Background: an optimization exercise with open tools, aiming at a short achievable clock period and few clock cycles. Do not read the settings as production practice. In this exercise RTL edits were held to simulation tests only and were not proved equivalent to the original. Power figures rest on the tool's default switching activity, not on a simulated workload.

run A:
==> flow/design.v <==
package icache_pkg;
    localparam int addr_w = 32;
    localparam int data_w = 32;
    typedef logic [addr_w-1:0] addr_t;    
    typedef logic [data_w-1:0] data_t;    
    typedef enum logic [1:0] {
        s_idle     = 2'b00,
        s_compare  = 2'b01,
        s_allocate = 2'b11
    } cache_state_t;
endpackage
module icache_top
#(
    parameter int sets       = 8,
    parameter int line_words = 4
) (
    input  logic        clk,
    input  logic        nrst,
    input  logic        cpu_req,
    input  logic [31:0] cpu_addr,
    input  logic        flush,
    output logic        cpu_ack,
    output logic        cpu_busy,
    output logic [31:0] cpu_rdata,
    output logic        wb_cyc,
    output logic        wb_stb,
    output logic        wb_we,
    output logic [31:0] wb_adr,
    input  logic [31:0] wb_dat_i,
    input  logic        wb_ack
);
    localparam int off_w   = $clog2(line_words);
    localparam int idx_w   = $clog2(sets);
    localparam int idx_lsb = off_w + 2;
    localparam int tag_lsb = idx_lsb + idx_w;
    localparam int tag_w   = 32 - tag_lsb;
    localparam int ent     = sets * 2;               
    localparam int slots   = sets * line_words;      
    logic [tag_w-1:0]      tag_mem [ent];
    logic [ent-1:0]        valid;
    logic [sets-1:0]       lru;                      
    logic [31:0]           data0 [slots];            
    logic [31:0]           data1 [slots];            
    logic                  ack_o;                    
    logic                  ack_q;                    
    logic [31:0]           rdata_o;                  
    logic                  busy_o;                   
    logic                  cyc_o;                    
    logic                  stb_o;                    
    logic [31:0]           adr_o;                    
    logic                  f_act;                    
    logic [31-idx_lsb:0]   f_line;                   
    logic [off_w-1:0]      f_word;                   
    logic [off_w-1:0]      f_cnt;                    
    logic [idx_w:0]        f_ent;                    
    logic [line_words-1:0] f_got;                    
    logic                  f_inst;                   
    logic [idx_w+off_w-1:0] rp;                      
    logic [slots-1:0]      rp_oh;                    
    logic                  rp_way;                   
    logic [idx_w-1:0]      t_set;
    logic                  t_way;
    logic [idx_w-1:0]      a_set, r_set, n_set;
    logic [tag_w-1:0]      a_tag;
    logic [off_w-1:0]      a_word;
    logic [idx_w+off_w-1:0] a_idx, a_nxt;
    logic [slots-1:0]      a_oh, a_nxt_oh;
    logic [ent-1:0]        match;
    logic                  hit0, hit1, hit, hit_way;
    logic                  victim;
    logic                  n_way;                    
    logic                  look;                     
    logic                  at_idx;                   
    logic                  r_hit;                    
    logic                  to_nxt;                   
    logic                  rp_fill;                  
    logic                  ready;
    logic                  answer;
    logic                  f_end;                    
    logic                  start;
    logic [31:0]           rd0, rd1, rd;
    assign a_set  = cpu_addr[tag_lsb-1:idx_lsb];
    assign a_tag  = cpu_addr[31:tag_lsb];
    assign a_word = cpu_addr[idx_lsb-1:2];
    assign a_idx  = cpu_addr[tag_lsb-1:2];
    assign a_nxt  = a_idx + 1'b1;
    assign r_set  = rp[idx_w+off_w-1:off_w];
    assign n_set  = r_set + 1'b1;
    always_comb
    begin
        a_oh = '0;
        a_oh[a_idx] = 1'b1;
    end
    assign a_nxt_oh = {a_oh[slots-2:0], a_oh[slots-1]};
    always_comb
        for (int e = 0; e < ent; e++)
            match[e] = valid[e] && (tag_mem[e] == a_tag);
    assign hit0    = match[{a_set, 1'b0}];
    assign hit1    = match[{a_set, 1'b1}];
    assign hit     = hit0 | hit1;
    assign hit_way = ~hit0;                          
    assign n_way   = ~match[{n_set, 1'b0}];
    assign victim = !valid[{a_set, 1'b0}] ? 1'b0 :
                    !valid[{a_set, 1'b1}] ? 1'b1 : lru[a_set];
    assign look    = cpu_req && !ack_q;
    assign r_hit   = rp_way ? hit1 : hit0;          
    assign at_idx  = (a_idx == rp);
    assign rp_fill = f_act && (f_ent == {rp[idx_w+off_w-1:off_w], rp_way}) &&
                     (f_inst || !f_got[rp[off_w-1:0]]);    
    assign ready   = !rp_fill || (wb_ack && (f_word == rp[off_w-1:0]));
    assign answer  = look && at_idx && r_hit && ready;
    assign to_nxt  = at_idx && ready;
    assign f_end  = f_act && wb_ack && (f_cnt == off_w'(line_words - 1));
    assign start  = look && !hit && (!f_act || f_end);
    always_comb
    begin
        rd0 = '0;
        rd1 = '0;
        for (int k = 0; k < slots; k++)
        begin
            rd0 |= {32{rp_oh[k]}} & data0[k];
            rd1 |= {32{rp_oh[k]}} & data1[k];
        end
    end
    assign rd = rp_fill ? wb_dat_i : rp_way ? rd1 : rd0;
    always_ff @(posedge clk or negedge nrst)
    begin
        if (!nrst)
        begin
            ack_o  <= 1'b0;
            busy_o <= 1'b0;
        end
        else
        begin
            ack_o  <= answer;
            busy_o <= look || (f_act && !f_end);
        end
    end
    always_ff @(posedge clk)
        ack_q <= answer;
    always_ff @(posedge clk)
        rdata_o <= rd;
    always_ff @(posedge clk or negedge nrst)
    begin
        if (!nrst)
        begin
            rp     <= '0;
            rp_oh  <= 1;
            rp_way <= 1'b0;
        end
        else if (look)
        begin
            rp     <= to_nxt ? a_nxt : a_idx;
            rp_oh  <= to_nxt ? a_nxt_oh : a_oh;
            if (to_nxt)
                rp_way <= (a_word == off_w'(line_words - 1)) ? n_way : rp_way;
            else
                rp_way <= hit ? hit_way : victim;
        end
    end
    always_ff @(posedge clk or negedge nrst)
    begin
        if (!nrst)
        begin
            f_act  <= 1'b0;
            cyc_o  <= 1'b0;
            stb_o  <= 1'b0;
            f_inst <= 1'b0;
            f_got  <= '0;
            f_cnt  <= '0;
        end
        else
        begin
            f_inst <= start;
            cyc_o  <= start || (cyc_o && !f_end);
            stb_o  <= start || (stb_o && !f_end);
            if (start)
                f_act <= 1'b1;
            else if (f_act && wb_ack && f_end)
                f_act <= 1'b0;
            if (f_inst)
            begin
                f_got <= '0;
                f_cnt <= '0;
            end
            else if (f_act && wb_ack)
            begin
                f_got[f_word] <= 1'b1;
                f_cnt         <= f_cnt + 1'b1;
            end
        end
    end
    always_ff @(posedge clk)
    begin
        if (!f_act || f_end)
        begin
            f_line <= cpu_addr[31:idx_lsb];
            f_word <= a_word;
            f_ent  <= {a_set, victim};
        end
        else if (wb_ack)
            f_word <= f_word + 1'b1;
    end
    always_ff @(posedge clk)
    begin
        if ((!cyc_o || f_end) && cpu_req)
            adr_o <= {cpu_addr[31:2], 2'b00};
        else if (cyc_o && wb_ack)
            adr_o[idx_lsb-1:2] <= adr_o[idx_lsb-1:2] + 1'b1;
    end
    always_ff @(posedge clk)
    begin
        for (int k = 0; k < slots; k++)
        begin
            if (f_act && (f_ent == {k[idx_w+off_w-1:off_w], 1'b0}) && (f_word == k[off_w-1:0]))
                data0[k] <= wb_dat_i;
            if (f_act && (f_ent == {k[idx_w+off_w-1:off_w], 1'b1}) && (f_word == k[off_w-1:0]))
                data1[k] <= wb_dat_i;
        end
    end
    always_ff @(posedge clk)
    begin
        if (f_inst)
            tag_mem[f_ent] <= f_line[31-idx_lsb:idx_w];
    end
    always_ff @(posedge clk or negedge nrst)
    begin
        if (!nrst)
            valid <= '0;
        else if (flush)
            valid <= '0;             
        else if (f_inst)
            valid[f_ent] <= 1'b1;
    end
    always_ff @(posedge clk or negedge nrst)
    begin
        if (!nrst)
            lru <= '0;
        else if (ack_q)              
            lru[t_set] <= ~t_way;
        else if (f_inst)
            lru[f_ent[idx_w:1]] <= ~f_ent[0];
    end
    always_ff @(posedge clk)
    begin
        t_set <= r_set;
        t_way <= rp_way;
    end
    assign cpu_ack   = ack_o;
    assign cpu_busy  = busy_o;
    assign cpu_rdata = rdata_o;
    assign wb_cyc    = cyc_o;
    assign wb_stb    = stb_o;
    assign wb_we     = 1'b0;
    assign wb_adr    = adr_o;
endmodule
Settings: LEC_CHECK=0, ABC_CLOCK_PERIOD_IN_PS=2500, CAP_MARGIN=20, CORE_MARGIN=2, CORE_UTILIZATION=40, CTS_CLUSTER_DIAMETER=60, CTS_CLUSTER_SIZE=30, SETUP_SLACK_MARGIN=4.5, SLEW_MARGIN=20; clock period 7.0 ns.
run.sh (not shown) runs the stock make flow with config.mk's settings and CLKGATE_MAP_FILE= SYNTH_SCRIPT=/design/flow/synth_recipe.tcl, a recipe that flattens the netlist after the stock synthesis.
Testbench counts of run A, summed over its fixed seeds: cycles 29,932.
Inputs modified between run A and run B:
# run A
export LEC_CHECK = 0
export ABC_CLOCK_PERIOD_IN_PS = 2500
export CAP_MARGIN = 20
export CORE_MARGIN = 2
export CORE_UTILIZATION = 40
export CTS_CLUSTER_DIAMETER = 60
export CTS_CLUSTER_SIZE = 30
export SETUP_SLACK_MARGIN = 4.5
export SLEW_MARGIN = 20
create_clock -name core_clock -period 7.0 [get_ports {clk}]
# run B
export LEC_CHECK = 0
export ABC_CLOCK_PERIOD_IN_PS = 2500
export CAP_MARGIN = 20
export CORE_MARGIN = 2
export CORE_UTILIZATION = 55
export PLACE_DENSITY = 0.7
export SETUP_SLACK_MARGIN = 4.5
export SLEW_MARGIN = 20
create_clock -name core_clock -period 7.0 [get_ports {clk}]
## What came out
- From run A to run B the numbers moved as follows: power drawn by the combinational cells increased by about 1% relative to the old numbers; final instance area increased by about 2.4% relative to the old numbers; total wire length after detailed routing increased by 2.4 mm relative to the old numbers.
What run C does differently from run B at the input level:
# run B
export LEC_CHECK = 0
export ABC_CLOCK_PERIOD_IN_PS = 2500
export CAP_MARGIN = 20
export CORE_MARGIN = 2
export CORE_UTILIZATION = 55
export PLACE_DENSITY = 0.7
export SETUP_SLACK_MARGIN = 4.5
export SLEW_MARGIN = 20
create_clock -name core_clock -period 7.0 [get_ports {clk}]
# run C
export LEC_CHECK = 0
export ABC_CLOCK_PERIOD_IN_PS = 2800
export CAP_MARGIN = 20
export CORE_MARGIN = 2
export CORE_UTILIZATION = 40
export SETUP_SLACK_MARGIN = 4.2
export SLEW_MARGIN = 20
create_clock -name core_clock -period 7.0 [get_ports {clk}]
[summary]
Run C against run B: headroom to the max-slew limit stayed essentially flat, number of resized instances in the post-cts repair step shows a reduction of 179, final critical path time including I/O delays and setup now smaller.
## Diff of input files: run D against run C
# run C
export LEC_CHECK = 0
export ABC_CLOCK_PERIOD_IN_PS = 2800
export CAP_MARGIN = 20
export CORE_MARGIN = 2
export CORE_UTILIZATION = 40
export SETUP_SLACK_MARGIN = 4.2
export SLEW_MARGIN = 20
create_clock -name core_clock -period 7.0 [get_ports {clk}]
# run D
export LEC_CHECK = 0
export ABC_CLOCK_PERIOD_IN_PS = 2500
export CAP_MARGIN = 20
export CORE_MARGIN = 2
export CORE_UTILIZATION = 40
export SETUP_SLACK_MARGIN = 4.5
export SLEW_MARGIN = 20
create_clock -name core_clock -period 7.0 [get_ports {clk}]
Findings:
Changes observed in run D relative to run C: reported net switching power up about 1.8%; first-pass GRT wire length climbed 3.0%; total cell area at the placement stage barely changed.
Count of plain and timing-repair buffers in run D vs run C: up 141
Run D vs run C: summed area of non-filler cells in the final layout up in run D
A launching instance or port of the critical path of cpu_addr[12] is what run C shows, while cpu_addr[29] belongs to run D.
Comparing the two runs side by side, run D comes out ahead of run C on setup slack after layout.

icache_top, a different RTL version from the one above (not shown whole).
Size in the first run: roughly 2700 flip-flops.
clock: 7.0 ns
lec_check: 0
abc_clock_period_in_ps: 2500
cap_margin: 20
core_margin: 2
core_utilization: 40
place_density: 0.5
setup_slack_margin: 4.5
slew_margin: 20
The starting point finished clean.
Testbench counts at the start, summed over its fixed seeds: cycles 30,115.
Rerun with:
PLACE_DENSITY = not set   (was 0.5)
What happened:
- combinational power goes down by 5.2%
- final area goes down by 2.5%
- core utilization goes down by 1.3 points
- setup slack gains 0.073 ns
- power goes down by 2.7%
- die area does not change
Rerun with:
CORE_UTILIZATION = 45   (was 40)
PLACE_DENSITY = 0.5   (was not set)
Clock-buffer cell count increases by 14.
Routed wire length grows by 9.8%.
Final cell count came out lower by 1.8%.
Rerun with:
CORE_UTILIZATION = 40   (was 45)
PLACE_DENSITY = 0.45   (was 0.5)
Result:
- The new run finished with timing, DRC and antenna clean
- total power climbs by 0.52%
- worst hold slack got worse by 0.047 ns
- utilization drops by 5.7 points
- flip-flop and latch count is unchanged
- via count drops by 0.65%
Rerun with:
ABC_CLOCK_PERIOD_IN_PS = 2200   (was 2500)
PLACE_DENSITY = not set   (was 0.45)
SETUP_SLACK_MARGIN = 5   (was 4.5)
Outcome: The changed run completed with no timing, DRC or antenna violations. Routed wire length rises by a few percent. Power rises by a few percent. Core utilization rises by 3.9 points. Critical path depth rises by 10.

static timing again, ports no longer ideal:
How much do the figures lean on ideal ports? The routed layouts below were timed once more, with nothing changed but the port constraints. Step 1 (the two cells are an assumption about what drives the block):
set clk [get_ports {clk}]
set_driving_cell -lib_cell sky130_fd_sc_hd__clkbuf_16 $clk
set_driving_cell -lib_cell sky130_fd_sc_hd__buf_2 [delete_from_list [all_inputs] $clk]
Step 2 times the ports against the registers' clock, not the clock port: input delays grow and output delays shrink by t, the midpoint of the rising clock arrivals with the driver on. a / b / c = ideal ports / drivers / drivers and shift; a / b = the first two.
run	t (ns)	slack for setup (ns)	worst data-port slew with drivers (ns)	cell pins on the clock port's net
run A	0.905	3.985 / 4.045 / 3.140	0.22	1
run B	0.982	3.888 / 3.919 / 2.937	0.38	1
run C	0.995	3.993 / 4.013 / 3.036	0.22	1
run D	0.980	4.040 / 4.016 / 3.103	0.25	1
the first run of note 2	1.031	4.028 / 3.929 / 3.099	0.30	1
the second run of note 2	1.002	4.102 / 4.011 / 3.216	0.29	1
the third run of note 2	1.020	4.093 / 3.997 / 3.234	0.24	1
the fourth run of note 2	1.018	4.081 / 3.984 / 3.281	0.26	1
the fifth run of note 2	1.034	3.882 / 3.939 / 2.905	0.40	1
After both steps every run listed still meets setup and hold. The setup slack of the fifth run of note 2, which loses most, moves by +0.057 ns with the drivers and by -0.977 ns with both steps.
